Source: an optimization exercise on an open RTL-to-GDS flow (aim: small area, a short achievable clock period and few clock cycles per item). Production flows keep margins and buffers that such runs may drop.
The RTL was checked by simulation tests, not by an equivalence proof against the original design.
No activity file was given, so power comes from the tool's default toggle rates.

cedar:
==> flow/design.v <==
package sst3_pkg;
  localparam int unsigned CharWidth    = 8;
  localparam int unsigned LargestWidth = 32;
  localparam int unsigned TopSumWidth  = 34;
  localparam int unsigned DigitWidth   = 4;
  localparam logic [CharWidth-1:0] CharZero    = 8'h30;
  localparam logic [CharWidth-1:0] CharNine    = 8'h39;
  localparam logic [CharWidth-1:0] CharNewline = 8'h0A;
endpackage
module sst3_add #(
  parameter int unsigned W    = 32,
  parameter int unsigned ARCH = 0,
  parameter bit          LATE = 1'b0
) (
  input  logic [W-1:0] a_i,
  input  logic [W-1:0] b_i,
  input  logic         c_i,
  output logic [W-1:0] s_o,
  output logic         c_o
);
  localparam int unsigned L = (W <= 2) ? 1 : (W <= 4) ? 2 : (W <= 8) ? 3 : (W <= 16) ? 4 :
                              (W <= 32) ? 5 : (W <= 64) ? 6 : 7;
  logic [W-1:0] p, g0;
  logic [W-1:0] gg [L+1];
  logic [W-1:0] pp [L+1];
  logic [W:0]   c;
  assign p  = a_i ^ b_i;
  assign g0 = a_i & b_i;
  always_comb begin
    gg[0] = g0;
    pp[0] = p;
    if (!LATE) gg[0][0] = g0[0] | (p[0] & c_i);
    for (int l = 1; l <= L; l++) begin
      gg[l] = gg[l-1];
      pp[l] = pp[l-1];
    end
    if (ARCH == 0) begin
      for (int l = 0; l < L; l++) begin
        for (int i = 0; i < W; i++) begin
          if ((i >> l) & 1) begin
            gg[l+1][i] = gg[l][i] | (pp[l][i] & gg[l][((i >> l) << l) - 1]);
            pp[l+1][i] = pp[l][i] & pp[l][((i >> l) << l) - 1];
          end else begin
            gg[l+1][i] = gg[l][i];
            pp[l+1][i] = pp[l][i];
          end
        end
      end
    end else if (ARCH == 1) begin
      for (int l = 0; l < L; l++) begin
        for (int i = 0; i < W; i++) begin
          if (((i + 1) % (2 << l)) == 0) begin
            gg[L][i] = gg[L][i] | (pp[L][i] & gg[L][i - (1 << l)]);
            pp[L][i] = pp[L][i] & pp[L][i - (1 << l)];
          end
        end
      end
      for (int l = L - 2; l >= 0; l--) begin
        for (int i = 0; i < W; i++) begin
          if (((i + 1) % (2 << l)) == (1 << l) && i >= (2 << l)) begin
            gg[L][i] = gg[L][i] | (pp[L][i] & gg[L][i - (1 << l)]);
            pp[L][i] = pp[L][i] & pp[L][i - (1 << l)];
          end
        end
      end
    end else begin
      for (int i = 1; i < W; i++) begin
        gg[L][i] = gg[L][i] | (pp[L][i] & gg[L][i-1]);
      end
    end
  end
  always_comb begin
    c[0] = c_i;
    for (int i = 0; i < W; i++) c[i+1] = LATE ? (gg[L][i] | (pp[L][i] & c_i)) : gg[L][i];
  end
  assign s_o = p ^ c[W-1:0];
  assign c_o = c[W];
endmodule
module segmented_sum_top3_tracker #(
  parameter int unsigned SUM_WIDTH = 32,
  parameter int unsigned TOP_COUNT = 3
) (
  input  logic                    clk_i,
  input  logic                    rst_ni,
  input  logic                    in_valid_i,
  output logic                    in_ready_o,
  input  logic [sst3_pkg::CharWidth-1:0]    in_char_i,
  input  logic                    in_eoi_i,
  output logic                    out_valid_o,
  input  logic                    out_ready_i,
  output logic [sst3_pkg::LargestWidth-1:0] out_largest_o,
  output logic [sst3_pkg::TopSumWidth-1:0]  out_top3_o,
  output logic                    out_closed_o
);
  localparam int unsigned SW     = 32;
  localparam int unsigned ARCH_L = 0;
  localparam int unsigned ARCH_G = 0;
  localparam int unsigned ARCH_D = 0;
  localparam int unsigned ARCH_S = 0;
  function automatic logic gt_tree(input logic [SW-1:0] a, input logic [SW-1:0] b);
    logic [SW-1:0] g, t;
    g = a & ~b;
    t = a | ~b;
    for (int w = SW / 2; w >= 1; w = w / 2) begin
      for (int i = 0; i < w; i++) begin
        g[i] = g[2*i+1] | (t[2*i+1] & g[2*i]);
        t[i] = g[2*i+1] | (t[2*i+1] & t[2*i]);
      end
    end
    gt_tree = g[0];
  endfunction
  typedef struct packed {
    logic       eoi;
    logic       dig;
    logic       nl;
    logic [3:0] d;
  } byte_t;
  byte_t in_dec;
  assign in_dec.eoi = in_eoi_i;
  assign in_dec.dig = !in_eoi_i && (in_char_i[7:4] == 4'h3) && (!in_char_i[3] || (in_char_i[2:1] == 2'b00));
  assign in_dec.nl  = !in_eoi_i && (in_char_i == sst3_pkg::CharNewline);
  assign in_dec.d   = in_char_i[3:0];
  logic  adv;
  logic  v1, vs;
  logic  v2, c2, i2;
  logic  v3, c3, i3;
  logic  v4, c4;
  byte_t b1, bs;
  logic  acc;
  assign adv        = !v4 || out_ready_i;
  assign in_ready_o = !vs;
  assign acc        = in_valid_i && !vs;
  always_ff @(posedge clk_i or negedge rst_ni) begin
    if (!rst_ni) begin
      v1 <= 1'b0;
      vs <= 1'b0;
    end else begin
      if (adv || !v1) v1 <= vs || acc;
      vs <= !adv && (vs || (v1 && acc));
    end
  end
  always_ff @(posedge clk_i) begin
    if (adv || !v1) b1 <= vs ? bs : in_dec;
    if (!vs) bs <= in_dec;
  end
  logic [SW-1:0] line_q, group_q, group_in;
  logic          has_q, gz_q;
  logic          a1;
  logic          line_end, close_grp, ins_grp;
  logic [SW-1:0] line_ten, line_sat;
  logic          line_ovf;
  logic [4:0]    line_lo;
  logic [SW-5:0] line_hi;
  logic [SW-1:0] group_add;
  logic          group_cy;
  logic [SW-1:0] group_sat;
  assign a1        = adv && v1;
  assign line_end  = b1.nl || b1.eoi;
  assign close_grp = b1.eoi || (b1.nl && !has_q);
  assign ins_grp   = close_grp && (has_q || !gz_q);
  assign line_lo = {1'b0, line_q[0], 3'b000} + {1'b0, line_q[2:0], 1'b0} + {1'b0, b1.d};
  sst3_add #(.W(SW-4), .ARCH(ARCH_L), .LATE(1'b1)) u_line_add (
    .a_i(line_q[SW-4:1]), .b_i(line_q[SW-2:3]), .c_i(line_lo[4]), .s_o(line_hi), .c_o()
  );
  assign line_ten = {line_hi, line_lo[3:0]};
  assign line_ovf = gt_tree(line_q, 32'd429496729) || ((line_q == 32'd429496729) && (b1.d > 4'd5));
  assign line_sat = line_ovf ? '1 : line_ten;
  assign group_in = gz_q ? '0 : group_q;
  sst3_add #(.W(SW), .ARCH(ARCH_G)) u_group_add (
    .a_i(group_in), .b_i(line_q), .c_i(1'b0), .s_o(group_add), .c_o(group_cy)
  );
  assign group_sat = group_cy ? '1 : group_add;
  always_ff @(posedge clk_i or negedge rst_ni) begin
    if (!rst_ni) begin
      line_q  <= '0;
      has_q   <= 1'b0;
      gz_q    <= 1'b1;
    end else if (a1) begin
      if (b1.dig) begin
        line_q <= line_sat;
        has_q  <= 1'b1;
      end else if (line_end) begin
        line_q <= '0;
        has_q  <= 1'b0;
      end
      if (close_grp) gz_q <= 1'b1;
      else if (line_end && has_q) gz_q <= 1'b0;
    end
  end
  always_ff @(posedge clk_i) begin
    if (a1 && line_end && has_q) group_q <= group_sat;
  end
  always_ff @(posedge clk_i or negedge rst_ni) begin
    if (!rst_ni) begin
      v2 <= 1'b0;
      c2 <= 1'b0;
      i2 <= 1'b0;
      v3 <= 1'b0;
      c3 <= 1'b0;
      i3 <= 1'b0;
      v4 <= 1'b0;
    end else if (adv) begin
      v2 <= v1;
      c2 <= v1 && close_grp;
      i2 <= v1 && ins_grp;
      v3 <= v2;
      c3 <= c2;
      i3 <= i2;
      v4 <= v3;
    end
  end
  always_ff @(posedge clk_i) begin
    if (adv) c4 <= c3;
  end
  logic [SW-1:0] top0_q, top1_q, top2_q;
  logic [SW+1:0] sum_q;
  logic [SW-1:0] diff_d, diff_q;
  logic          gt0_d, gt0_q, gt1_q, gt2_q;
  sst3_add #(.W(SW), .ARCH(ARCH_D)) u_diff_add (
    .a_i(group_q), .b_i(~top0_q), .c_i(1'b0), .s_o(diff_d), .c_o(gt0_d)
  );
  always_ff @(posedge clk_i) begin
    diff_q <= diff_d;
    gt0_q  <= gt0_d;
    gt1_q  <= gt_tree(group_q, top1_q);
    gt2_q  <= gt_tree(group_q, top2_q);
  end
  logic [SW+1:0] sum_new;
  sst3_add #(.W(SW+2), .ARCH(ARCH_S)) u_sum_add (
    .a_i(sum_q), .b_i({2'b00, diff_q}), .c_i(1'b1), .s_o(sum_new), .c_o()
  );
  always_ff @(posedge clk_i or negedge rst_ni) begin
    if (!rst_ni) begin
      top0_q <= '0;
      top1_q <= '0;
      top2_q <= '0;
      sum_q  <= '0;
    end else if (adv && i3 && gt0_q) begin
      top2_q <= gt2_q ? group_q : top2_q;
      top1_q <= gt2_q ? top2_q : (gt1_q ? group_q : top1_q);
      top0_q <= gt1_q ? top1_q : group_q;
      sum_q  <= sum_new;
    end
  end
  assign out_valid_o   = v4;
  assign out_largest_o = top2_q;
  assign out_top3_o    = sum_q;
  assign out_closed_o  = c4;
endmodule
==> flow/config.mk <==
export PLATFORM = sky130hd
export DESIGN_NAME = segmented_sum_top3_tracker
export DESIGN_NICKNAME = segmented_sum_top3_tracker
export VERILOG_FILES = /design/flow/design.v
export SDC_FILE = /design/flow/constraint.sdc
export NUM_CORES = 4
export LEC_CHECK = 0
export ABC_CLOCK_PERIOD_IN_PS = 3000
export CAP_MARGIN = 10
export CORE_MARGIN = 8
export CORE_UTILIZATION = 40
export SLEW_MARGIN = 10
==> flow/constraint.sdc <==
create_clock -name core_clock -period 9.0 [get_ports {clk_i}]
set_input_delay 1.8000 -clock core_clock [delete_from_list [all_inputs] [get_ports {clk_i}]]
set_output_delay 1.8000 -clock core_clock [all_outputs]
set_load 0.01 [all_outputs]
standard.sh (not shown) runs the stock make flow with config.mk's settings and CLKGATE_MAP_FILE= SYNTH_SCRIPT=/design/flow/synth_recipe.tcl, a recipe that flattens the netlist after the stock synthesis.
==> flow/flow/run.sh <==
#!/bin/bash
set -euo pipefail
MARGIN=6.0
PORT_BUF=sky130_fd_sc_hd__buf_2
CTS="-sink_clustering_enable -repair_clock_nets -sink_clustering_size 30 -sink_clustering_max_diameter 80 -buf_list {sky130_fd_sc_hd__clkbuf_8 sky130_fd_sc_hd__clkbuf_16} -dont_use_dummy_load"
bash standard.sh synth > synth.log 2>&1
bash standard.sh "SETUP_SLACK_MARGIN=$MARGIN" "BUFFER_PORTS_ARGS=-buffer_cell $PORT_BUF" "CTS_ARGS=$CTS" finish > layout.log 2>&1
The final layout from cedar, which completed every stage, passed the timing, design-rule and antenna checks at the end of the flow.
Testbench counts of cedar, summed over its fixed seeds: cycles 50,275, items 50,243.
Relative to cedar, the following input files were edited for xenon:
# cedar
export LEC_CHECK = 0
export ABC_CLOCK_PERIOD_IN_PS = 3000
export CAP_MARGIN = 10
export CORE_MARGIN = 8
export CORE_UTILIZATION = 40
export SLEW_MARGIN = 10
create_clock -name core_clock -period 9.0 [get_ports {clk_i}]
# xenon
export LEC_CHECK = 0
export ABC_CLOCK_PERIOD_IN_PS = 3000
export CAP_MARGIN = 20
export CORE_MARGIN = 8
export CORE_UTILIZATION = 60
export PLACE_DENSITY = 0.72
export SLEW_MARGIN = 20
create_clock -name core_clock -period 9.0 [get_ports {clk_i}]
--- a/flow/flow/run.sh
+++ b/flow/flow/run.sh
@@ -1,5 +1,5 @@
 #!/bin/bash
 set -euo pipefail
-MARGIN=6.0
+MARGIN=5.6
 PORT_BUF=sky130_fd_sc_hd__buf_2
 CTS="-sink_clustering_enable -repair_clock_nets -sink_clustering_size 30 -sink_clustering_max_diameter 80 -buf_list {sky130_fd_sc_hd__clkbuf_8 sky130_fd_sc_hd__clkbuf_16} -dont_use_dummy_load"
Findings:
- cedar -> xenon: met3 wire length increased by more than 10%
- Taking cedar over xenon, the power in the clock group ratio works out to 1.12.
- On wire length, cedar loses to xenon.
- Taking cedar as the reference point, the core outline area of xenon falls by 33%.
- Taking cedar as the reference, in xenon die area lost 31%; cell area after layout dropped about 6%.
Relative to xenon, the following input files were edited for tundra:
# xenon
export LEC_CHECK = 0
export ABC_CLOCK_PERIOD_IN_PS = 3000
export CAP_MARGIN = 20
export CORE_MARGIN = 8
export CORE_UTILIZATION = 60
export PLACE_DENSITY = 0.72
export SLEW_MARGIN = 20
create_clock -name core_clock -period 9.0 [get_ports {clk_i}]
# tundra
export LEC_CHECK = 0
export ABC_CLOCK_PERIOD_IN_PS = 3000
export CAP_MARGIN = 20
export CORE_MARGIN = 8
export CORE_UTILIZATION = 70
export PLACE_DENSITY = 0.8
export SLEW_MARGIN = 20
create_clock -name core_clock -period 9.0 [get_ports {clk_i}]
--- a/flow/flow/run.sh
+++ b/flow/flow/run.sh
@@ -1,5 +1,5 @@
 #!/bin/bash
 set -euo pipefail
-MARGIN=5.6
+MARGIN=6.0
 PORT_BUF=sky130_fd_sc_hd__buf_2
 CTS="-sink_clustering_enable -repair_clock_nets -sink_clustering_size 30 -sink_clustering_max_diameter 80 -buf_list {sky130_fd_sc_hd__clkbuf_8 sky130_fd_sc_hd__clkbuf_16} -dont_use_dummy_load"
[summary]
The final reports for tundra and xenon show starting utilization of the core area higher in the former.
tundra against xenon: met1 layer usage reported by global route increased 3.3 points; combinational power share increased by 4.1 points relative to the old numbers.
The following lists how garnet was set up differently from tundra:
# tundra
export LEC_CHECK = 0
export ABC_CLOCK_PERIOD_IN_PS = 3000
export CAP_MARGIN = 20
export CORE_MARGIN = 8
export CORE_UTILIZATION = 70
export PLACE_DENSITY = 0.8
export SLEW_MARGIN = 20
create_clock -name core_clock -period 9.0 [get_ports {clk_i}]
# garnet
export LEC_CHECK = 0
export ABC_CLOCK_PERIOD_IN_PS = 3000
export CAP_MARGIN = 20
export CORE_MARGIN = 8
export CORE_UTILIZATION = 60
export PLACE_DENSITY = 0.72
export SLEW_MARGIN = 20
create_clock -name core_clock -period 9.0 [get_ports {clk_i}]
garnet: full flow OK, the timing, design-rule and antenna checks passed
Per the comparison of garnet with tundra, routing usage on met1 dropped 2.8 points; placement-stage cell area climbed about 0.35%.
garnet -> tundra: count of sequential standard cells flat

==> separate check: timing with driven ports <==
Ports are ideal in the flow. The routed layouts listed here were re-timed in OpenROAD. Step 1 assumes that a clkbuf_16 drives the clock port and a buf_2 every other input. Step 2 moves the port delays by t, midway between the first and last clock arrival at a register: inputs arrive t later, outputs are due t later. That takes back most of the time a late clock gives input paths. a / b / c = ideal ports / drivers / drivers and shift; a / b = the first two.
| run | t (ns) | slack for setup (ns) | cell pins on the clock port's net |
|---|---|---|---|
| cedar | 0.547 | 5.734 / 5.734 / 5.577 | 1 |
| xenon | 0.532 | 5.671 / 5.671 / 5.290 | 1 |
| tundra | 0.530 | 5.575 / 5.575 / 5.524 | 1 |
| garnet | 0.536 | 5.750 / 5.750 / 5.517 | 1 |
After both steps setup and hold are still met in every run listed. For xenon, which loses most, drivers alone change the setup slack by 0.000 ns; drivers and shift together by -0.381 ns.
